Context: an optimization exercise on an open-source flow, tuned for small area, a short achievable clock period and few clock cycles per item. The choices shown serve that exercise and are no tape-out recipe. No functional check of the RTL was part of any run shown here.

--- flow/config.mk ---
export PLATFORM = sky130hd
export DESIGN_NAME = rgb_hsv_color_gate
export DESIGN_NICKNAME = rgb_hsv_color_gate
export VERILOG_FILES = /design/flow/design.v
export SDC_FILE = /design/flow/constraint.sdc
export NUM_CORES = 4
export LEC_CHECK = 0
export CAP_MARGIN = 20
export CORE_MARGIN = 2
export CORE_UTILIZATION = 40
export PLACE_DENSITY = 0.6
export SLEW_MARGIN = 20
--- flow/constraint.sdc ---
create_clock -name core_clock -period 5.5 [get_ports {clk}]
set_input_delay 1.1000 -clock core_clock [delete_from_list [all_inputs] [get_ports {clk}]]
set_output_delay 1.1000 -clock core_clock [all_outputs]
set_load 0.01 [all_outputs]
--- flow/design.v ---
`timescale 1ns / 1ps
`timescale 1ns / 1ps
`timescale 1ns / 1ps
`timescale 1ns / 1ps
`timescale 1ns / 1ps
module rgb_hsv_color_gate (
	input  logic        clk,
	input  logic        arst_n,
	input  logic        pix_valid,
	output logic        pix_ready,
	input  logic [7:0]  pix_red,
	input  logic [7:0]  pix_green,
	input  logic [7:0]  pix_blue,
	input  logic        pix_last_of_cloud,
	output logic        hsv_valid,
	input  logic        hsv_ready,
	output logic [11:0] hsv_hue,
	output logic [11:0] hsv_saturation,
	output logic [7:0]  hsv_brightness,
	output logic        hsv_keep,
	output logic        hsv_last_out,
	input  logic        cfg_en,
	input  logic [1:0]  cfg_index,
	input  logic [7:0]  cfg_data
);
	logic [7:0] lim_hmin, lim_hmax, lim_smin, lim_smax;
	always_ff @(posedge clk or negedge arst_n) begin
		if (!arst_n) begin
			lim_hmin <= 8'd90;
			lim_hmax <= 8'd180;
			lim_smin <= 8'd40;
			lim_smax <= 8'd90;
		end else if (cfg_en) begin
			case (cfg_index)
				2'd0: lim_hmin <= cfg_data;
				2'd1: lim_hmax <= cfg_data;
				2'd2: lim_smin <= cfg_data;
				default: lim_smax <= cfg_data;
			endcase
		end
	end
	logic adv;   
	logic [6:0] vld;   
	assign adv = hsv_ready || !vld[6];
	logic [7:0] in_r, in_g, in_b;
	logic       in_last, in_valid;
	logic       sk_v;
	logic [24:0] sk_q;
	assign pix_ready = !sk_v;
	assign in_valid  = sk_v || pix_valid;
	assign {in_last, in_r, in_g, in_b} = sk_v ? sk_q : {pix_last_of_cloud, pix_red, pix_green, pix_blue};
	always_ff @(posedge clk or negedge arst_n) begin
		if (!arst_n) sk_v <= 1'b0;
		else if (adv) sk_v <= 1'b0;
		else if (pix_valid && !sk_v) sk_v <= 1'b1;
	end
	always_ff @(posedge clk) begin
		if (!adv && !sk_v) sk_q <= {pix_last_of_cloud, pix_red, pix_green, pix_blue};
	end
	logic [8:0] drg_s0_p1, dgb_s0_p1, dbr_s0_p1, dgr_s0_p1, dbg_s0_p1, drb_s0_p1;
	assign drg_s0_p1 = {1'b0, in_r} - {1'b0, in_g};
	assign dgb_s0_p1 = {1'b0, in_g} - {1'b0, in_b};
	assign dbr_s0_p1 = {1'b0, in_b} - {1'b0, in_r};
	assign dgr_s0_p1 = {1'b0, in_g} - {1'b0, in_r};
	assign dbg_s0_p1 = {1'b0, in_b} - {1'b0, in_g};
	assign drb_s0_p1 = {1'b0, in_r} - {1'b0, in_b};
	logic rge_s0_p1, gge_s0_p1, bge_s0_p1;   
	assign rge_s0_p1 = !drg_s0_p1[8];
	assign gge_s0_p1 = !dgb_s0_p1[8];
	assign bge_s0_p1 = !dbr_s0_p1[8];
	logic [7:0] v_s0_p1, d_s0_p1, x_s0_p1;
	logic [2:0] k_s0_p1;
	always_comb begin
		if (rge_s0_p1 && !drb_s0_p1[8]) begin   
			v_s0_p1 = in_r;
			if (gge_s0_p1) begin k_s0_p1 = 3'd0; d_s0_p1 = drb_s0_p1[7:0]; x_s0_p1 = dgb_s0_p1[7:0]; end
			else begin k_s0_p1 = 3'd5; d_s0_p1 = drg_s0_p1[7:0]; x_s0_p1 = drb_s0_p1[7:0]; end
		end else if (gge_s0_p1) begin   
			v_s0_p1 = in_g;
			if (bge_s0_p1) begin k_s0_p1 = 3'd2; d_s0_p1 = dgr_s0_p1[7:0]; x_s0_p1 = dbr_s0_p1[7:0]; end
			else begin k_s0_p1 = 3'd1; d_s0_p1 = dgb_s0_p1[7:0]; x_s0_p1 = dgr_s0_p1[7:0]; end
		end else begin   
			v_s0_p1 = in_b;
			if (rge_s0_p1) begin k_s0_p1 = 3'd4; d_s0_p1 = dbg_s0_p1[7:0]; x_s0_p1 = drg_s0_p1[7:0]; end
			else begin k_s0_p1 = 3'd3; d_s0_p1 = dbr_s0_p1[7:0]; x_s0_p1 = dbg_s0_p1[7:0]; end
		end
	end
	logic [0:0] dz_s0_p2;
	assign dz_s0_p2 = (d_s0_p1 == 8'd0);
	logic [7:0] rs_s0_p2;
	assign rs_s0_p2 = d_s0_p1 - {7'd0, (d_s0_p1 != 8'd0)};
	logic [7:0] rh_s0_p2;
	assign rh_s0_p2 = x_s0_p1 - {4'd0, x_s0_p1[7:4]} - {7'd0, (x_s0_p1[3:0] != 4'd0)};
	logic [3:0] yb_s0_p2;
	assign yb_s0_p2 = 4'd0 - x_s0_p1[3:0];
	logic [7:0] d_q1;
	logic [0:0] dz_q1;
	logic [2:0] k_q1;
	logic [0:0] last_q1;
	logic [7:0] rh_q1;
	logic [7:0] rs_q1;
	logic [7:0] v_q1;
	logic [3:0] yb_q1;
	logic [8:0] ts_s1_s1;
	assign ts_s1_s1 = {rs_q1, (d_q1[7] ^ (|d_q1[6:0]))} - {1'b0, v_q1};
	logic [7:0] rs_s1_s1;
	assign rs_s1_s1 = ts_s1_s1[8] ? {rs_q1[6:0], (d_q1[7] ^ (|d_q1[6:0]))} : ts_s1_s1[7:0];
	logic [0:0] qs_s1_s1;
	assign qs_s1_s1 = (!ts_s1_s1[8] && !dz_q1);
	logic [8:0] th_s1_s1;
	assign th_s1_s1 = {rh_q1, yb_q1[3]} - {1'b0, d_q1};
	logic [7:0] rh_s1_s1;
	assign rh_s1_s1 = th_s1_s1[8] ? {rh_q1[6:0], yb_q1[3]} : th_s1_s1[7:0];
	logic [0:0] qh_s1_s1;
	assign qh_s1_s1 = (!th_s1_s1[8] && !dz_q1);
	logic [8:0] ts_s1_s2;
	assign ts_s1_s2 = {rs_s1_s1, (d_q1[6] ^ (|d_q1[5:0]))} - {1'b0, v_q1};
	logic [7:0] rs_s1_s2;
	assign rs_s1_s2 = ts_s1_s2[8] ? {rs_s1_s1[6:0], (d_q1[6] ^ (|d_q1[5:0]))} : ts_s1_s2[7:0];
	logic [1:0] qs_s1_s2;
	assign qs_s1_s2 = {qs_s1_s1, (!ts_s1_s2[8] && !dz_q1)};
	logic [8:0] th_s1_s2;
	assign th_s1_s2 = {rh_s1_s1, yb_q1[2]} - {1'b0, d_q1};
	logic [7:0] rh_s1_s2;
	assign rh_s1_s2 = th_s1_s2[8] ? {rh_s1_s1[6:0], yb_q1[2]} : th_s1_s2[7:0];
	logic [1:0] qh_s1_s2;
	assign qh_s1_s2 = {qh_s1_s1, (!th_s1_s2[8] && !dz_q1)};
	logic [7:0] d_q2;
	logic [0:0] dz_q2;
	logic [2:0] k_q2;
	logic [0:0] last_q2;
	logic [1:0] qh_q2;
	logic [1:0] qs_q2;
	logic [7:0] rh_q2;
	logic [7:0] rs_q2;
	logic [7:0] v_q2;
	logic [3:0] yb_q2;
	logic [8:0] ts_s2_s3;
	assign ts_s2_s3 = {rs_q2, (d_q2[5] ^ (|d_q2[4:0]))} - {1'b0, v_q2};
	logic [7:0] rs_s2_s3;
	assign rs_s2_s3 = ts_s2_s3[8] ? {rs_q2[6:0], (d_q2[5] ^ (|d_q2[4:0]))} : ts_s2_s3[7:0];
	logic [2:0] qs_s2_s3;
	assign qs_s2_s3 = {qs_q2, (!ts_s2_s3[8] && !dz_q2)};
	logic [8:0] th_s2_s3;
	assign th_s2_s3 = {rh_q2, yb_q2[1]} - {1'b0, d_q2};
	logic [7:0] rh_s2_s3;
	assign rh_s2_s3 = th_s2_s3[8] ? {rh_q2[6:0], yb_q2[1]} : th_s2_s3[7:0];
	logic [2:0] qh_s2_s3;
	assign qh_s2_s3 = {qh_q2, (!th_s2_s3[8] && !dz_q2)};
	logic [8:0] ts_s2_s4;
	assign ts_s2_s4 = {rs_s2_s3, (d_q2[4] ^ (|d_q2[3:0]))} - {1'b0, v_q2};
	logic [7:0] rs_s2_s4;
	assign rs_s2_s4 = ts_s2_s4[8] ? {rs_s2_s3[6:0], (d_q2[4] ^ (|d_q2[3:0]))} : ts_s2_s4[7:0];
	logic [3:0] qs_s2_s4;
	assign qs_s2_s4 = {qs_s2_s3, (!ts_s2_s4[8] && !dz_q2)};
	logic [8:0] th_s2_s4;
	assign th_s2_s4 = {rh_s2_s3, yb_q2[0]} - {1'b0, d_q2};
	logic [7:0] rh_s2_s4;
	assign rh_s2_s4 = th_s2_s4[8] ? {rh_s2_s3[6:0], yb_q2[0]} : th_s2_s4[7:0];
	logic [3:0] qh_s2_s4;
	assign qh_s2_s4 = {qh_s2_s3, (!th_s2_s4[8] && !dz_q2)};
	logic [7:0] d_q3;
	logic [0:0] dz_q3;
	logic [2:0] k_q3;
	logic [0:0] last_q3;
	logic [3:0] qh_q3;
	logic [3:0] qs_q3;
	logic [7:0] rh_q3;
	logic [7:0] rs_q3;
	logic [7:0] v_q3;
	logic [8:0] ts_s3_s5;
	assign ts_s3_s5 = {rs_q3, (d_q3[3] ^ (|d_q3[2:0]))} - {1'b0, v_q3};
	logic [7:0] rs_s3_s5;
	assign rs_s3_s5 = ts_s3_s5[8] ? {rs_q3[6:0], (d_q3[3] ^ (|d_q3[2:0]))} : ts_s3_s5[7:0];
	logic [4:0] qs_s3_s5;
	assign qs_s3_s5 = {qs_q3, (!ts_s3_s5[8] && !dz_q3)};
	logic [8:0] th_s3_s5;
	assign th_s3_s5 = {rh_q3, 1'b0} - {1'b0, d_q3};
	logic [7:0] rh_s3_s5;
	assign rh_s3_s5 = th_s3_s5[8] ? {rh_q3[6:0], 1'b0} : th_s3_s5[7:0];
	logic [4:0] qh_s3_s5;
	assign qh_s3_s5 = {qh_q3, (!th_s3_s5[8] && !dz_q3)};
	logic [8:0] ts_s3_s6;
	assign ts_s3_s6 = {rs_s3_s5, (d_q3[2] ^ (|d_q3[1:0]))} - {1'b0, v_q3};
	logic [7:0] rs_s3_s6;
	assign rs_s3_s6 = ts_s3_s6[8] ? {rs_s3_s5[6:0], (d_q3[2] ^ (|d_q3[1:0]))} : ts_s3_s6[7:0];
	logic [5:0] qs_s3_s6;
	assign qs_s3_s6 = {qs_s3_s5, (!ts_s3_s6[8] && !dz_q3)};
	logic [8:0] th_s3_s6;
	assign th_s3_s6 = {rh_s3_s5, 1'b0} - {1'b0, d_q3};
	logic [7:0] rh_s3_s6;
	assign rh_s3_s6 = th_s3_s6[8] ? {rh_s3_s5[6:0], 1'b0} : th_s3_s6[7:0];
	logic [5:0] qh_s3_s6;
	assign qh_s3_s6 = {qh_s3_s5, (!th_s3_s6[8] && !dz_q3)};
	logic [7:0] d_q4;
	logic [0:0] dz_q4;
	logic [2:0] k_q4;
	logic [0:0] last_q4;
	logic [5:0] qh_q4;
	logic [5:0] qs_q4;
	logic [7:0] rh_q4;
	logic [7:0] rs_q4;
	logic [7:0] v_q4;
	logic [8:0] ts_s4_s7;
	assign ts_s4_s7 = {rs_q4, (d_q4[1] ^ (|d_q4[0:0]))} - {1'b0, v_q4};
	logic [7:0] rs_s4_s7;
	assign rs_s4_s7 = ts_s4_s7[8] ? {rs_q4[6:0], (d_q4[1] ^ (|d_q4[0:0]))} : ts_s4_s7[7:0];
	logic [6:0] qs_s4_s7;
	assign qs_s4_s7 = {qs_q4, (!ts_s4_s7[8] && !dz_q4)};
	logic [8:0] th_s4_s7;
	assign th_s4_s7 = {rh_q4, 1'b0} - {1'b0, d_q4};
	logic [7:0] rh_s4_s7;
	assign rh_s4_s7 = th_s4_s7[8] ? {rh_q4[6:0], 1'b0} : th_s4_s7[7:0];
	logic [6:0] qh_s4_s7;
	assign qh_s4_s7 = {qh_q4, (!th_s4_s7[8] && !dz_q4)};
	logic [8:0] ts_s4_s8;
	assign ts_s4_s8 = {rs_s4_s7, d_q4[0]} - {1'b0, v_q4};
	logic [7:0] rs_s4_s8;
	assign rs_s4_s8 = ts_s4_s8[8] ? {rs_s4_s7[6:0], d_q4[0]} : ts_s4_s8[7:0];
	logic [7:0] qs_s4_s8;
	assign qs_s4_s8 = {qs_s4_s7, (!ts_s4_s8[8] && !dz_q4)};
	logic [0:0] sge_s4_s8;
	assign sge_s4_s8 = (qs_s4_s8 >= lim_smin);
	logic [0:0] slt_s4_s8;
	assign slt_s4_s8 = (qs_s4_s8 < lim_smax);
	logic [0:0] seq_s4_s8;
	assign seq_s4_s8 = (qs_s4_s8 == lim_smax);
	logic [8:0] th_s4_s8;
	assign th_s4_s8 = {rh_s4_s7, 1'b0} - {1'b0, d_q4};
	logic [7:0] rh_s4_s8;
	assign rh_s4_s8 = th_s4_s8[8] ? {rh_s4_s7[6:0], 1'b0} : th_s4_s8[7:0];
	logic [7:0] qh_s4_s8;
	assign qh_s4_s8 = {qh_s4_s7, (!th_s4_s8[8] && !dz_q4)};
	logic [7:0] d_q5;
	logic [0:0] dz_q5;
	logic [2:0] k_q5;
	logic [0:0] last_q5;
	logic [7:0] qh_q5;
	logic [7:0] qs_q5;
	logic [7:0] rh_q5;
	logic [7:0] rs_q5;
	logic [0:0] seq_q5;
	logic [0:0] sge_q5;
	logic [0:0] slt_q5;
	logic [7:0] v_q5;
	logic [8:0] ts_s5_s9;
	assign ts_s5_s9 = {rs_q5, 1'b0} - {1'b0, v_q5};
	logic [7:0] rs_s5_s9;
	assign rs_s5_s9 = ts_s5_s9[8] ? {rs_q5[6:0], 1'b0} : ts_s5_s9[7:0];
	logic [8:0] qs_s5_s9;
	assign qs_s5_s9 = {qs_q5, (!ts_s5_s9[8] && !dz_q5)};
	logic [8:0] th_s5_s9;
	assign th_s5_s9 = {rh_q5, 1'b0} - {1'b0, d_q5};
	logic [8:0] qh_s5_s9;
	assign qh_s5_s9 = {qh_q5, (!th_s5_s9[8] && !dz_q5)};
	logic [11:0] hue_s5_s9;
	assign hue_s5_s9 = {7'(qh_s5_s9[8:5] + 7'(k_q5) * 7'd15), qh_s5_s9[4:0]};
	logic [0:0] hok_s5_s9;
	assign hok_s5_s9 = (hue_s5_s9 >= {lim_hmin, 4'd0}) && (hue_s5_s9 <= {lim_hmax, 4'd0});
	logic [8:0] ts_s5_s10;
	assign ts_s5_s10 = {rs_s5_s9, 1'b0} - {1'b0, v_q5};
	logic [7:0] rs_s5_s10;
	assign rs_s5_s10 = ts_s5_s10[8] ? {rs_s5_s9[6:0], 1'b0} : ts_s5_s10[7:0];
	logic [9:0] qs_s5_s10;
	assign qs_s5_s10 = {qs_s5_s9, (!ts_s5_s10[8] && !dz_q5)};
	logic [0:0] dz_q6;
	logic [0:0] hok_q6;
	logic [11:0] hue_q6;
	logic [0:0] last_q6;
	logic [9:0] qs_q6;
	logic [7:0] rs_q6;
	logic [0:0] seq_q6;
	logic [0:0] sge_q6;
	logic [0:0] slt_q6;
	logic [7:0] v_q6;
	logic [8:0] ts_s6_s11;
	assign ts_s6_s11 = {rs_q6, 1'b0} - {1'b0, v_q6};
	logic [7:0] rs_s6_s11;
	assign rs_s6_s11 = ts_s6_s11[8] ? {rs_q6[6:0], 1'b0} : ts_s6_s11[7:0];
	logic [10:0] qs_s6_s11;
	assign qs_s6_s11 = {qs_q6, (!ts_s6_s11[8] && !dz_q6)};
	logic [8:0] ts_s6_s12;
	assign ts_s6_s12 = {rs_s6_s11, 1'b0} - {1'b0, v_q6};
	logic [11:0] qs_s6_s12;
	assign qs_s6_s12 = {qs_s6_s11, (!ts_s6_s12[8] && !dz_q6)};
	logic [0:0] keep_s6_s12;
	assign keep_s6_s12 = hok_q6 && sge_q6 && (slt_q6 || (seq_q6 && qs_s6_s12[3:0] == 4'd0));
	logic [11:0] hue_out;
	logic [11:0] qs_out;
	logic [7:0] v_out;
	logic [0:0] keep_out;
	logic [0:0] last_out;
	always_ff @(posedge clk or negedge arst_n) begin
		if (!arst_n) vld <= '0;
		else if (adv) vld <= {vld[5:0], in_valid};
	end
	always_ff @(posedge clk) begin
		if (adv) begin
			d_q1 <= d_s0_p1;
			dz_q1 <= dz_s0_p2;
			k_q1 <= k_s0_p1;
			last_q1 <= in_last;
			rh_q1 <= rh_s0_p2;
			rs_q1 <= rs_s0_p2;
			v_q1 <= v_s0_p1;
			yb_q1 <= yb_s0_p2;
			d_q2 <= d_q1;
			dz_q2 <= dz_q1;
			k_q2 <= k_q1;
			last_q2 <= last_q1;
			qh_q2 <= qh_s1_s2;
			qs_q2 <= qs_s1_s2;
			rh_q2 <= rh_s1_s2;
			rs_q2 <= rs_s1_s2;
			v_q2 <= v_q1;
			yb_q2 <= yb_q1;
			d_q3 <= d_q2;
			dz_q3 <= dz_q2;
			k_q3 <= k_q2;
			last_q3 <= last_q2;
			qh_q3 <= qh_s2_s4;
			qs_q3 <= qs_s2_s4;
			rh_q3 <= rh_s2_s4;
			rs_q3 <= rs_s2_s4;
			v_q3 <= v_q2;
			d_q4 <= d_q3;
			dz_q4 <= dz_q3;
			k_q4 <= k_q3;
			last_q4 <= last_q3;
			qh_q4 <= qh_s3_s6;
			qs_q4 <= qs_s3_s6;
			rh_q4 <= rh_s3_s6;
			rs_q4 <= rs_s3_s6;
			v_q4 <= v_q3;
			d_q5 <= d_q4;
			dz_q5 <= dz_q4;
			k_q5 <= k_q4;
			last_q5 <= last_q4;
			qh_q5 <= qh_s4_s8;
			qs_q5 <= qs_s4_s8;
			rh_q5 <= rh_s4_s8;
			rs_q5 <= rs_s4_s8;
			seq_q5 <= seq_s4_s8;
			sge_q5 <= sge_s4_s8;
			slt_q5 <= slt_s4_s8;
			v_q5 <= v_q4;
			dz_q6 <= dz_q5;
			hok_q6 <= hok_s5_s9;
			hue_q6 <= hue_s5_s9;
			last_q6 <= last_q5;
			qs_q6 <= qs_s5_s10;
			rs_q6 <= rs_s5_s10;
			seq_q6 <= seq_q5;
			sge_q6 <= sge_q5;
			slt_q6 <= slt_q5;
			v_q6 <= v_q5;
			hue_out <= hue_q6;
			qs_out <= qs_s6_s12;
			v_out <= v_q6;
			keep_out <= keep_s6_s12;
			last_out <= last_q6;
		end
	end
	assign hsv_valid      = vld[6];
	assign hsv_hue        = hue_out;
	assign hsv_saturation = qs_out;
	assign hsv_brightness = v_out;
	assign hsv_keep       = keep_out;
	assign hsv_last_out   = last_out;
endmodule
--- flow/run.sh ---
#!/bin/bash
# synth_recipe.tcl (not shown) runs the flow's synth.tcl, then flattens the netlist and writes it again
# the make line also repeats each setting of config.mk as NAME=value (left out here)
make -C /OpenROAD-flow-scripts/flow DESIGN_CONFIG=/design/flow/config.mk WORK_HOME=/design/flow/orfs CLKGATE_MAP_FILE= SYNTH_SCRIPT=/design/flow/synth_recipe.tcl finish
==> metrics.csv, run 1 <==
stage,metric,value,unit
sta,fin_crit,5.77,ns
routing,drt_drc_violations_left,0,
worst_hold_path,hold_path.class,flip-flop to flip-flop,
floorplan,rows,92,
sta,whs,0.404,ns
clock_tree,cts.sinks,377,
worst_setup_path,end_kind,flip-flop,
synthesis,netlist.area_leader.share,39.9,%
routing,wl_per_cell,16.6,microns
clock_tree,htreeDepth,2,
synthesis,yosysTopAreaCell,edfxtp_1,
floorplan,die-height,256,microns
sta,finalSetupViolations,1,
synthesis,synth_area,25400,sq um
synthesis,postSynthCellCount,2282,
worst_setup_path,arrival,6.11,ns
worst_setup_path,cp-start-kind,flip-flop,
synthesis,synth_enable_flop_cells,337,
sta,tightest_slew,0.604,ns
routing,via_per_inst,5.10,
worst_setup_path,cpMaxStageDelayCell,edfxtp_1,
placed_design,hpwl,46700,microns
worst_setup_path,worst-path-buf-inv,3,
clock_tree,cts.clk_slew.worst_paths,0.06,ns
global_route,grt_pass1_vias,18824,
global_route,overflow,0,
outcome,status,"complete, but fails checks",
floorplan,die_area,65500,sq um
clock_tree,cts-root-buf,clkbuf_16,
placed_design,place_ws,-0.534,ns
sta,hold_viol,0,
routing,antenna_left,0,
sta,slew_violations,0,
global_route,antenna_found_initial,0,
worst_setup_path,path_max_fanout,5,
routing,detail_route.first_pass.iterations,5,
sta,clock.fmax,173,MHz
placed_design,routabilityCongestion,0.955,
synthesis,synth.distinct_cells,89,
synthesis,ys_seq_area_share,43.9,%
worst_setup_path,cp_slowest_stage_delay,0.41,ns
sta,clock_skew,0.0194,ns
worst_setup_path,crit_family,compound AO/OA/AOI/OAI gates,
worst_setup_path,crit_type,flip-flop to flip-flop,
clock_tree,clock_latency,0.58,ns
run,maxCapViolCount,0,
final_layout,diodes,0,
global_route,grt_pass1_wl,95700,microns
synthesis,syn_nets,2609,
routing,wirelength,58900,microns
routing,drt_iter0_markers,871,
clock_tree,cts_buffers,43,
synthesis,syn_avg_cell_area,11.1,sq um
sta,fin_crit_sh,105,%
sta,rsz0062_at_grt,true,
synthesis,yosysWarnings,1,
floorplan,initial_utilization,40.4,%
global_route,grt_max_degree,99,
sta,slew_headroom,59.5,%
synthesis,yosys-top-cells-area,"edfxtp_1 40%, ha_1 13%, mux2_2 4.9%",
outcome,violations,negative setup slack,
floorplan,core,62900,sq um
placed_design,port_buffers,75,
sta,fin_tns_setup,-0.274,ns
clock_tree,clock_path_buffers,3,
floorplan,pin_count,76,
synthesis,yosys_most_used_dff,edfxtp_1,
worst_setup_path,required,5.83,ns
synthesis,synth-seq-cells,377,
sta,finalWorstSetupSlack,-0.274,ns
final_layout,area_growth,23.1,%
routing,vias,18085,
final_layout,final_nets,2998,
worst_setup_path,cp_common_cell,a21o_1,
floorplan,chipWidth,256,microns
clock_tree,cts_tree,done,
synthesis,async_flop_share,10.6,%
global_route,track_usage,18.0,%
final_layout,drive_gt1_share,22.8,%
-- cell type report --
type / count / area [sq um]
fill: 5609 / 31600
multi-input combinational: 1619 / 13500
sequential: 377 / 11100
timing repair buffer: 388 / 3160
clock buffer: 46 / 1090
tap: 846 / 1060
inverter: 242 / 911
clock inverter: 31 / 400
-- logic make-up after synthesis --
family                     count (synthesis)  synth area share [%]
muxes                                    169                  7.25
and+or+nand+nor                          476                  9.49
xor gates and xnor gates                 176                  6.45
adders and majority gates                287                  15.0
AOI/OAI and AO/OA                        511                  13.5
DFF                                      377                  43.9
buffers and inverters                    286                  4.39
-- per-stage QoR --
stage	area, sq um	util [%]	std cells
2_1_floorplan	25500	-	2282
3_3_place_gp	29300	46.7	3454
5_1_grt	31200	49.7	3549
6_report	31200	49.7	3549
4_1_cts	31000	49.3	3539
3_5_place_dp	29300	46.7	3454
-- final timing paths --
| path | slack [ns] | endpoint | cells past startpoint | startpoint |
|---|---|---|---|---|
| min reg2reg | 0.40 | k_q5[0] | 0 | k_q4[0] |
| min in group asynchronous | 0.52 | lim_hmin[2] | 1 | arst_n |
| max reg2reg | -0.27 | sge_q5 | 32 | d_q4[1] |
| max in group asynchronous | 4.57 | vld[3] | 1 | arst_n |
| min | 0.40 | k_q5[0] | 0 | k_q4[0] |
| max | -0.27 | sge_q5 | 32 | d_q4[1] |
-- routing by layer --
metal	vias up	routed length [microns]	GRT usage, %
met3	112	1630	2.16
met4	0	2330	6.90
li1	9034	-	-
met2	263	31300	34.5
met5	-	0	0
met1	8676	23600	20.1
-- timing repair --
| action | in CTS | in global routing |
|---|---|---|
| setup endpoints to repair | 27 | 33 |
| setup buffers | 8 | 10 |
| hold buffers | 0 | 0 |
| pin swaps | 17 | 22 |
| resized for setup | 27 | 31 |
-- Yosys cell counts (14+ instances only) --
| library cell | instances |
|---|---|
| nor2b_1 | 72 |
| xor2_1 | 72 |
| o21a_1 | 17 |
| xnor2_1 | 93 |
| buf_2 | 20 |
| nor2_1 | 123 |
| clkbuf_1 | 20 |
| ha_1 | 258 |
| dfrtp_1 | 26 |
| o211ai_1 | 16 |
| nand2_1 | 99 |
| edfxtp_1 | 337 |
| a21oi_1 | 114 |
| o21ai_1 | 14 |
| nand4_1 | 15 |
| mux2_2 | 110 |
| o21ai_0 | 101 |
| inv_1 | 240 |
| dfstp_2 | 14 |
| mux2i_1 | 54 |
| a211oi_1 | 29 |
| fa_1 | 29 |
| nand2b_1 | 36 |
| a21o_1 | 87 |
| nor3_1 | 45 |
| nand3_1 | 21 |
-- sequential cells by signal, summed over array words and instances (netlist names), 10 cells and up --
name	flops
hue_out	12
hue_q6	12
qs_out	12
qs_q6	10
sk_q	25
-- cell usage in the layout (no fill, tap or decap), types with 14 or more instances in the layout --
cell,count
o21ai_0,96
nand2b_1,33
a21o_1,87
nand2_1,99
edfxtp_1,337
clkdlybuf4s50_1,74
xnor2_1,90
xor2_1,71
nor2_1,120
mux2i_1,50
buf_4,307
mux2_2,107
fa_1,23
o211ai_1,16
nand3_1,21
nor3_1,43
a21oi_2,17
dfrtp_1,26
a211oi_1,29
o21ai_1,15
inv_1,236
clkbuf_16,43
a21oi_1,102
dfstp_2,14
nand4_1,15
ha_1,249
o21a_1,17
nor2b_1,72
==> run 2, diff against run 1 <==
--- a/flow/design.v
+++ b/flow/design.v
@@ -45,17 +45,7 @@
 	logic [7:0] in_r, in_g, in_b;
 	logic       in_last, in_valid;
-	logic       sk_v;
-	logic [24:0] sk_q;
-	assign pix_ready = !sk_v;
-	assign in_valid  = sk_v || pix_valid;
-	assign {in_last, in_r, in_g, in_b} = sk_v ? sk_q : {pix_last_of_cloud, pix_red, pix_green, pix_blue};
-	always_ff @(posedge clk or negedge arst_n) begin
-		if (!arst_n) sk_v <= 1'b0;
-		else if (adv) sk_v <= 1'b0;
-		else if (pix_valid && !sk_v) sk_v <= 1'b1;
-	end
-	always_ff @(posedge clk) begin
-		if (!adv && !sk_v) sk_q <= {pix_last_of_cloud, pix_red, pix_green, pix_blue};
-	end
+	assign pix_ready = adv;
+	assign in_valid  = pix_valid;
+	assign {in_last, in_r, in_g, in_b} = {pix_last_of_cloud, pix_red, pix_green, pix_blue};
 	logic [8:0] drg_s0_p1, dgb_s0_p1, dbr_s0_p1, dgr_s0_p1, dbg_s0_p1, drb_s0_p1;
 	assign drg_s0_p1 = {1'b0, in_r} - {1'b0, in_g};
--- a/flow/config.mk
+++ b/flow/config.mk
@@ -6,4 +6,5 @@
 export NUM_CORES = 4
 export LEC_CHECK = 0
+export ABC_AREA = 1
 export CAP_MARGIN = 20
 export CORE_MARGIN = 2
==> run 2 against run 1 <==
Against the previous run: critical path depth unchanged; via count increased by 2.0%; highest routed layer unchanged; clock skew increased by 0.0049 ns; now clean on timing, DRC and antenna; first-iteration DRC count increased by 10%.
==> metrics.csv, run 2 <==
stage,metric,value,unit
synthesis,netlist.area_leader.share,38.6,%
global_route,overflow,0,
routing,via_per_inst,5.01,
routing,detail_route.first_pass.iterations,7,
final_layout,drive_gt1_share,6.15,%
sta,hold_viol,0,
synthesis,async_flop_share,11.1,%
floorplan,die_area,62700,sq um
final_layout,most-common-layout-cells,"667 x nand2_1, 419 x inv_1, 312 x edfxtp_1, 258 x ha_1, 181 x a21oi_1",
clock_tree,cts_buffers,40,
floorplan,die-height,250,microns
global_route,antenna_found_initial,0,
clock_tree,cts.clk_slew.worst_paths,0.06,ns
synthesis,syn_avg_cell_area,8.83,sq um
run,maxCapViolCount,0,
placed_design,placed_cell_area,26100,sq um
synthesis,yosys-top-cells-area,"edfxtp_1 39%, ha_1 13%, nand2_1 10%",
worst_setup_path,cpMaxStageDelayCell,fa_1,
final_layout,utilization,45.7,%
worst_hold_path,hold_path.class,flip-flop to flip-flop,
sta,clock.fmax,198,MHz
global_route,grt.met3_usage,2.36,%
final_layout,reg_top3,"hue_out (12), hue_q6 (12), qs_out (12)",
placed_design,port_buffers,75,
floorplan,chipWidth,250,microns
global_route,grt_use_met1,22.4,%
outcome,status,timing/DRC/antenna clean,
floorplan,initial_utilization,40.3,%
worst_setup_path,cp_slowest_stage_delay,0.45,ns
global_route,gr-usage-met2,33.2,%
clock_tree,clock_latency,0.55,ns
routing,wl_per_cell,15.5,microns
floorplan,core,60200,sq um
sta,fin_tns_setup,0,ns
final_layout,area_growth,13.4,%
synthesis,synth_enable_flop_cells,312,
final_layout,n_fill_cell,5697,
sta,finalWorstSetupSlack,0.462,ns
clock_tree,cts-hold-fix-buffers,0,
routing,drt_iter0_markers,960,
global_route,grt_max_degree,170,
global_route,track_usage,18.3,%
global_route,grt_pass1_wl,93000,microns
final_layout,stdcell_area,27600,sq um
synthesis,postSynthCellCount,2751,
final_layout,final_nets,3192,
synthesis,yosysWarnings,1,
synthesis,yosysMostFrequentCell,nand2_1,
synthesis,synth.distinct_cells,55,
clock_tree,clock_path_buffers,3,
worst_setup_path,path_max_fanout,9,
placed_design,routabilityCongestion,0.910,
routing,vias,18438,
synthesis,syn_nets,3078,
routing,antenna_left,0,
clock_tree,cts-root-buf,clkbuf_16,
worst_setup_path,required,5.80,ns
worst_setup_path,crit_type,flip-flop to flip-flop,
floorplan,rows,90,
synthesis,ys_seq_area_share,42.7,%
final_layout,diodes,0,
worst_setup_path,arrival,5.34,ns
global_route,top_usage_layer,met2,
routing,wirelength,56900,microns
global_route,grt_pass1_vias,18343,
worst_setup_path,end_kind,flip-flop,
floorplan,pin_count,76,
clock_tree,cts.sinks,351,
sta,tightest_slew,1.02,ns
synthesis,synth_area,24300,sq um
placed_design,place_ws,0.0995,ns
sta,fin_crit,5.04,ns
synthesis,synth-seq-cells,351,
clock_tree,htreeDepth,2,
routing,drt_drc_violations_left,0,
synthesis,synth_common_cells,"669 x nand2_1, 421 x inv_1, 312 x edfxtp_1",
final_layout,final_common_cell,nand2_1,
placed_design,hpwl,45800,microns
sta,fin_crit_sh,91.6,%
worst_setup_path,cp-start-kind,flip-flop,
synthesis,yosys_most_used_dff,edfxtp_1,
synthesis,yosysTopAreaCell,edfxtp_1,
sta,slew_violations,0,
sta,clock_skew,0.0243,ns
sta,finalSetupViolations,0,
clock_tree,cts_tree,done,
sta,slew_headroom,31.8,%
run 2: changes by cell type after synthesis, moves of 67 or more:
cell,before,now
o21ai_0,101,175
nor2b_1,72,0
a21o_1,87,14
nand2_1,99,669
nand3_1,21,172
mux2_2,110,1
a21oi_1,114,181
inv_1,240,421
run 2: logic make-up (layout without fill, tap and decap cells):
kind of cell             Yosys count  count (layout)  share of synthesized area, %
buffers and inverters            469             613                          7.59
adder cells (fa/ha/maj)          287             287                          15.7
AND/OR/NAND/NOR                 1044            1044                          18.3
AO/OA/AOI/OAI                    454             454                          10.4
XOR/XNOR                         142             142                          5.18
multiplexers                       4               4                         0.170
flip-flops                       351             351                          42.7
run 2: through the flow:
stage	hold slack [ns]	cells
floorplan	0.400	2751
global placement	0.400	3600
detailed placement	0.405	3600
CTS	0.403	3672
global route	0.423	3677
finish	0.405	3677
run 2: routing by layer:
metal	wire length, microns	part of all wire, %
met5	0	0
met4	1710	3.0
met3	1750	3.1
met1	24900	44
met2	28500	50
run 2: final timing paths:
path	startpoint	endpoint	slack, ns	cells after the start
worst max-delay path	d_q4[0]	slt_q5	0.46	32
worst min-delay path	hue_q6[7]	hue_out[7]	0.41	0
worst max register to register	d_q4[0]	slt_q5	0.46	32
worst min register to register	hue_q6[7]	hue_out[7]	0.41	0
max in group asynchronous	arst_n	lim_hmin[1]	4.14	2
min in group asynchronous	arst_n	vld[4]	0.98	2
run 2: area by class of cell:
class	instances	area [sq um]	area share [%]
flip-flops and latches	351	10400	37.6
multi-input cells	1931	12100	44.0
well taps	782	978	3.55
clock buffers	54	1170	4.24
repair inverters	1	5.00	0.0182
repair buffers	112	1040	3.78
clock inverters	18	270	0.981
inverters	428	1610	5.85
run 2: timing repair:
| action | CTS | global route |
|---|---|---|
| setup buffers | 0 | 4 |
| gates resized for setup | 0 | 13 |
| endpoints found under the setup margin | 0 | 12 |
run 2: worst max-delay path: cells and delay by family, from the launching register on:
kind | cells | cell delay (ns)
adder cells (fa/ha/maj) | 5 | 1.48
flip-flops | 1 | 0.40
buffers and inverters | 6 | 0.56
AO/OA/AOI/OAI | 9 | 1.17
AND/OR/NAND/NOR | 12 | 1.17
==> run 3, diff against run 2 <==
==> flow/flow/run.sh (new file) <==
#!/bin/bash
# Standard layout, except that synthesis leaves adders to ABC instead of mapping
# them onto the library's full/half adder cells.
set -euo pipefail
export ADDER_MAP_FILE=
bash standard.sh synth > synth.log 2>&1
bash standard.sh > layout.log 2>&1
==> flow/standard.sh (new file) <==
#!/bin/bash
# synth_recipe.tcl (not shown) runs the flow's synth.tcl, then flattens the netlist and writes it again
# the make line also repeats each setting of config.mk as NAME=value (left out here)
make -C /OpenROAD-flow-scripts/flow DESIGN_CONFIG=/design/flow/config.mk WORK_HOME=/design/flow/orfs CLKGATE_MAP_FILE= SYNTH_SCRIPT=/design/flow/synth_recipe.tcl "${@:-finish}"
--- a/flow/config.mk
+++ b/flow/config.mk
@@ -6,5 +6,4 @@
 export NUM_CORES = 4
 export LEC_CHECK = 0
-export ABC_AREA = 1
 export CAP_MARGIN = 20
 export CORE_MARGIN = 2
removed: flow/run.sh
==> run 3 against run 2 <==
Against the previous run: critical path depth fell by 16; highest routed layer unchanged; final area grew 3.1%; register-to-register slack got worse by 0.24 ns; non-clock buffer count rose by 144; synthesized cell count is 10% lower.
==> metrics.csv, run 3 <==
stage,metric,value,unit
floorplan,die_area,62800,sq um
routing,antenna_left,0,
worst_setup_path,r2r-end,rs_q3[0],
worst_setup_path,cp-start-kind,flip-flop,
worst_setup_path,arrival,5.56,ns
routing,wl_per_cell,17.3,microns
global_route,grt_pass1_vias,18498,
synthesis,synth-seq-cells,351,
global_route,antenna_found_initial,0,
floorplan,rows,90,
global_route,grt_use_met1,22.8,%
final_layout,seq_area,10400,sq um
synthesis,synth.distinct_cells,126,
synthesis,synth_common_cells,"312 x edfxtp_1, 260 x xnor2_1, 233 x nor2_1",
synthesis,yosysTopAreaCell,edfxtp_1,
worst_hold_path,hold_path.class,flip-flop to flip-flop,
synthesis,synth_area,24300,sq um
final_layout,reg_top3,"hue_out (12), hue_q6 (12), qs_out (12)",
sta,whs,0.408,ns
global_route,grt_pass1_wl,96800,microns
routing,via_per_inst,5.46,
global_route,track_usage,19.0,%
global_route,grt_max_degree,180,
global_route,top_usage_layer,met2,
worst_hold_path,whs_path_depth,0,
sta,fin_crit_sh,95.9,%
final_layout,final_common_cell,edfxtp_1,
outcome,status,timing/DRC/antenna clean,
floorplan,core,60200,sq um
final_layout,final_nets,2702,
sta,clock_skew,0.0108,ns
worst_setup_path,path_max_fanout,9,
routing,vias,18983,
sta,fin_crit,5.28,ns
placed_design,routabilityCongestion,0.903,
routing,wirelength,60200,microns
clock_tree,cts.sinks,351,
worst_setup_path,crit_type,flip-flop to flip-flop,
sta,slew_violations,0,
clock_tree,cts.clk_slew.worst_paths,0.06,ns
clock_tree,htreeDepth,2,
synthesis,yosys_most_used_dff,edfxtp_1,
worst_hold_path,whs_endpoint,k_q4[1],
clock_tree,cts-root-buf,clkbuf_16,
global_route,gr-usage-met2,35.1,%
sta,slew_headroom,31.1,%
routing,detail_route.first_pass.iterations,7,
run,maxCapViolCount,0,
routing,drt_iter0_markers,1058,
sta,fin_tns_setup,0,ns
final_layout,most-common-layout-cells,"312 x edfxtp_1, 260 x xnor2_1, 232 x nor2_1, 204 x nand2_1, 179 x buf_4",
placed_design,placed_cell_area,26900,sq um
synthesis,syn_nets,2508,
final_layout,diodes,0,
clock_tree,cts-hold-fix-buffers,0,
clock_tree,cts_buffers,40,
worst_setup_path,r2r_setup_slack,0.22,ns
clock_tree,clock_latency,0.57,ns
synthesis,postSynthCellCount,2468,
clock_tree,cts_tree,done,
synthesis,async_flop_share,11.1,%
worst_setup_path,rr_startpoint,d_q2[2],
final_layout,stdcell_area,28400,sq um
global_route,overflow,0,
final_layout,area_growth,16.9,%
clock_tree,clock_path_buffers,3,
final_layout,drive_gt1_share,16.2,%
synthesis,netlist.area_leader.share,38.5,%
floorplan,initial_utilization,40.3,%
worst_hold_path,hp-start,k_q3[1],
worst_setup_path,required,5.79,ns
global_route,grt.met3_usage,2.20,%
synthesis,syn_avg_cell_area,9.85,sq um
worst_setup_path,ff2ff_path_depth,16,
synthesis,yosysMostFrequentCell,edfxtp_1,
floorplan,chipWidth,251,microns
floorplan,die-height,251,microns
floorplan,pin_count,76,
placed_design,port_buffers,75,
final_layout,multi_input_area,13000,sq um
sta,tightest_slew,1.03,ns
placed_design,hpwl,46300,microns
synthesis,ys_seq_area_share,42.6,%
routing,drt_drc_violations_left,0,
synthesis,synth_enable_flop_cells,312,
sta,clock.fmax,190,MHz
sta,hold_viol,0,
worst_setup_path,end_kind,flip-flop,
final_layout,n_fill_cell,5564,
sta,finalSetupViolations,0,
synthesis,yosysWarnings,1,
synthesis,yosys-top-cells-area,"edfxtp_1 39%, xnor2_1 9.4%, nor2_1 3.6%",
## run 3: final cells by class
| type | count | area share, % |
|---|---|---|
| clock buffers | 43 | 3.56 |
| clock inverters | 29 | 1.40 |
| inverters | 144 | 1.90 |
| multi-input cells | 1869 | 45.7 |
| flip-flops and latches | 351 | 36.5 |
| well taps | 782 | 3.44 |
| repair buffers | 256 | 7.50 |
## run 3: how the worst max path moves through the flow
stage	cells after the start	from	slack, ns	end
floorplan	17	pix_red[0]	0.42	rh_q1[5]
global placement	20	pix_blue[0]	-0.10	rh_q1[5]
detailed placement	17	pix_green[0]	-0.12	rh_q1[5]
CTS	16	d_q2[2]	0.23	rs_q3[6]
global route	17	d_q2[2]	-0.09	rs_q3[6]
finish	16	d_q2[2]	0.22	rs_q3[0]
## run 3: routing by layer
layer  vias to the layer above  part of all wire (%)
met2                       349                    52
li1                       9348                     -
met4                         0                   2.7
met5                         -                     0
met3                        90                   3.3
met1                      9196                    42
## run 3: per-stage QoR
stage               instances  util, %  worst slack, ns
CTS                      3469     47.0            0.234
floorplan                2468        -            0.422
finish                   3474     47.1            0.224
global placement         3397     44.7           -0.100
detailed placement       3397     44.7           -0.116
global route             3474     47.1          -0.0932
## run 3: kinds of logic after synthesis
| logic type | synth area share, % |
|---|---|
| XOR/XNOR | 12.8 |
| multiplexers | 3.74 |
| AO/OA/AOI/OAI | 16.6 |
| buffers and inverters | 4.14 |
| AND/OR/NAND/NOR | 15.9 |
| adder cells (fa/ha/maj) | 4.14 |
| flip-flops | 42.6 |
## run 3: worst max-delay path, cell delays in order, from the launching register on
cell and delay [ns]:
edfxtp_1 0.52, nor4_4 0.37, and3_1 0.27, o21ai_2 0.09
maj3_2 0.39, a41oi_4 0.23, a21o_1 0.41, mux2i_1 0.27
xor2_1 0.24, and3b_1 0.25, o31ai_4 0.30, a221oi_1 0.21
a2111oi_1 0.62, nor4_1 0.21, nor2_2 0.34, nand2_1 0.12
xor2_1 0.16
## run 3: what timing repair did
action / in CTS / in global routing
setup buffers: 0 / 5
resized for setup: 0 / 7
endpoints found under the setup margin: 0 / 17
==> run 4, diff against run 3 <==
==> flow/flow/run.sh (replaced) <==
#!/bin/bash
# The standard layout (standard.sh), except that synthesis leaves adders and
# comparators to ABC instead of mapping them onto the library's full/half adder
# cells (ADDER_MAP_FILE empty skips ORFS's extract_fa/techmap adder step).
# Each step's full output goes to its own log in this folder.
set -euo pipefail
export ADDER_MAP_FILE=
bash standard.sh synth > synth.log 2>&1
bash standard.sh floorplan > floorplan.log 2>&1
bash standard.sh place > place.log 2>&1
bash standard.sh cts > cts.log 2>&1
bash standard.sh route > route.log 2>&1
bash standard.sh finish > finish.log 2>&1
--- a/flow/config.mk
+++ b/flow/config.mk
@@ -6,4 +6,5 @@
 export NUM_CORES = 4
 export LEC_CHECK = 0
+export ABC_AREA = 1
 export CAP_MARGIN = 20
 export CORE_MARGIN = 2
==> run 4 against run 3 <==
Against the previous run: final area decreased by 6.0%; maximum frequency increased by 22%; sequential share of layout area increased by 2.3 points; hold slack improved by 0.0069 ns; critical path type is now input port to flip-flop; critical endpoint is now rs_q1[4]; highest routed layer unchanged.
==> metrics.csv, run 4 <==
stage,metric,value,unit
outcome,status,timing/DRC/antenna clean,
worst_setup_path,crit_end,rs_q1[4],
placed_design,routabilityCongestion,0.946,
routing,antenna_left,0,
worst_setup_path,cp-start-kind,input port,
clock_tree,clock_latency,0.55,ns
floorplan,rows,89,
synthesis,netlist.area_leader.share,39.3,%
global_route,grt_pass1_wl,90000,microns
sta,fin_crit_sh,78.4,%
worst_setup_path,worst-path-stages,22,
floorplan,core,59000,sq um
floorplan,die_area,61600,sq um
synthesis,synth_enable_flop_cells,312,
global_route,track_usage,17.8,%
synthesis,yosysMostFrequentCell,nand2_1,
routing,wl_per_cell,13.1,microns
synthesis,synth_common_cells,"1060 x nand2_1, 463 x inv_1, 318 x nor2_1",
synthesis,async_flop_share,11.1,%
clock_tree,cts.clk_slew.worst_paths,0.06,ns
final_layout,reg_top3,"hue_out (12), hue_q6 (12), qs_out (12)",
synthesis,ys_seq_area_share,43.4,%
clock_tree,cts_buffers,40,
clock_tree,cts.sinks,351,
worst_setup_path,crit_type,input port to flip-flop,
worst_setup_path,rr_startpoint,v_q5[1],
worst_setup_path,cp_slowest_stage_delay,0.51,ns
clock_tree,cts-hold-fix-buffers,0,
synthesis,yosys-top-cells-area,"edfxtp_1 39%, nand2_1 17%, inv_1 7.3%",
clock_tree,htreeDepth,2,
clock_tree,cts_tree,done,
worst_setup_path,end_kind,flip-flop,
synthesis,synth_compound_area_share,9.85,%
routing,vias,19948,
sta,slew_violations,0,
worst_setup_path,ff2ff_path_depth,23,
global_route,antenna_found_initial,0,
routing,drt_drc_violations_left,0,
sta,clock_skew,0.0181,ns
worst_setup_path,r2r-end,rs_q6[3],
worst_setup_path,cp_common_cell,nand2_1,
synthesis,synth.distinct_cells,66,
sta,slew_headroom,27.6,%
placed_design,placed_cell_area,25400,sq um
worst_hold_path,hold_path.class,flip-flop to flip-flop,
worst_setup_path,crit_family,simple AND/OR/NAND/NOR gates,
sta,finalSetupViolations,0,
synthesis,postSynthCellCount,3236,
placed_design,hpwl,42400,microns
final_layout,final_nets,3373,
worst_hold_path,whs_path_depth,0,
synthesis,syn_avg_cell_area,7.37,sq um
final_layout,diodes,0,
worst_setup_path,arrival,4.60,ns
worst_setup_path,cpMaxStageDelayCell,clkdlybuf4s50_1,
final_layout,most-common-layout-cells,"1059 x nand2_1, 463 x inv_1, 318 x nor2_1, 312 x edfxtp_1, 200 x nand3_1",
sta,fin_tns_setup,0,ns
synthesis,synth-seq-cells,351,
run,maxCapViolCount,0,
synthesis,synth_mux_area_share,0.0892,%
routing,drt_iter0_markers,1187,
worst_setup_path,path_cells,"clkdlybuf4s50_1, inv_1, nand2_1, nand2_1, nor2_1, nand2_1, nand3_1, nand2_1, nand2_2, inv_2, nand2_4, inv_2, nand2_2, inv_2, nand2_1, o21ai_1, a41oi_2, nand2_1, nor2_2, nand3_2, nand4_1, xor2_1",
sta,fin_crit,4.31,ns
routing,detail_route.first_pass.iterations,5,
clock_tree,clock_path_buffers,3,
synthesis,yosysTopAreaCell,edfxtp_1,
final_layout,area_growth,12.0,%
clock_tree,cts-root-buf,clkbuf_16,
clock_tree,post-cts-setup-buffers,0,
synthesis,synth_xor_area_share,5.13,%
final_layout,stdcell_area,26700,sq um
sta,rsz0062_at_grt,false,
worst_setup_path,r2r_setup_slack,1.78,ns
floorplan,chipWidth,248,microns
worst_setup_path,worstSetupStartpoint,pix_green[3],
global_route,grt_max_degree,185,
final_layout,n_fill_cell,5942,
worst_setup_path,path_max_fanout,19,
worst_setup_path,required,5.79,ns
floorplan,pin_count,76,
synthesis,yosys.area_share.simple,32.7,%
sta,clock.fmax,232,MHz
final_layout,final_common_cell,nand2_1,
placed_design,port_buffers,75,
global_route,overflow,0,
sta,tightest_slew,1.09,ns
synthesis,yosysWarnings,1,
floorplan,initial_utilization,40.4,%
routing,via_per_inst,4.82,
global_route,grt_pass1_vias,18711,
synthesis,synthAdderAreaFrac,0.0839,%
final_layout,drive_gt1_share,9.16,%
sta,hold_viol,0,
routing,wirelength,54100,microns
floorplan,die-height,248,microns
synthesis,synth_area,23900,sq um
worst_setup_path,worst-path-buf-inv,5,
synthesis,syn_nets,3276,
synthesis,synth_top_family_by_area,simple AND/OR/NAND/NOR gates,
clock_tree,post_cts_resized,0,
synthesis,yosys_most_used_dff,edfxtp_1,
[run 4: stage by stage]
stage	worst slack [ns]	hold slack, ns	util (%)	instances
floorplan	0.865	0.400	-	3236
global placement	0.726	0.400	43.1	4064
detailed placement	0.673	0.405	43.1	4064
CTS	1.27	0.415	45.3	4136
global route	0.839	0.423	45.3	4136
finish	1.19	0.415	45.3	4136
[run 4: logic make-up after synthesis]
kind of cell / Yosys count
DFF: 351
AOI/OAI and AO/OA: 406
buffers and inverters: 524
and+or+nand+nor: 1812
muxes: 2
xor gates and xnor gates: 139
adders and majority gates: 2
[run 4: area by class of cell]
type / instances / area, sq um / share of cell area (%)
clock buffer: 50 / 1080 / 4.04
inverter: 498 / 1870 / 7.02
clock inverter: 22 / 200 / 0.749
tap: 773 / 967 / 3.62
timing repair buffer: 81 / 803 / 3.01
multi-input combinational: 2361 / 11400 / 42.8
sequential: 351 / 10400 / 38.8
[run 4: layer usage]
| metal | global-route usage, % | share of wire (%) | vias to the layer above |
|---|---|---|---|
| li1 | - | - | 10614 |
| met1 | 22.2 | 46 | 8857 |
| met2 | 32.0 | 48 | 379 |
| met3 | 2.15 | 3.8 | 98 |
| met4 | 5.86 | 2.8 | 0 |
| met5 | 0 | 0 | - |
[run 4: worst min-delay path by stage]
stage              start    endpoint  slack, ns
2_1_floorplan  hue_q6[0]  hue_out[0]       0.40
3_3_place_gp      sge_q5      sge_q6       0.40
3_5_place_dp   hue_q6[0]  hue_out[0]       0.40
4_1_cts           slt_q5      slt_q6       0.42
5_1_grt         qs_q2[0]    qs_q3[2]       0.42
6_report          slt_q5      slt_q6       0.42

[separate check: timing with driven ports]
Ports are ideal in the flow. The routed layouts listed here were re-timed in OpenROAD. Step 1, drivers: a clkbuf_16 drives clk and a buf_2 each remaining input, both assumed. Step 2, shift: input delay + t, output delay - t, t = (earliest + latest rising clock arrival at the registers) / 2. This alone moves slack from input paths to output paths. Slacks: ideal / step 1 / step 2; pairs: ideal / step 1.
run	shift t [ns]	setup slack, ns	worst setup path after step 2
run 1	0.627	-0.274 / -0.274 / -0.362	input to register
run 2	0.604	0.462 / 0.462 / 0.135	input to register
run 3	0.627	0.224 / 0.224 / -0.250	input to register
run 4	0.598	1.187 / 1.220 / 0.622	input to register
Met with ideal ports but missed after step 2: setup timing in run 3. The setup slack of run 4, which loses most, moves by +0.033 ns with the drivers and by -0.565 ns with both steps.
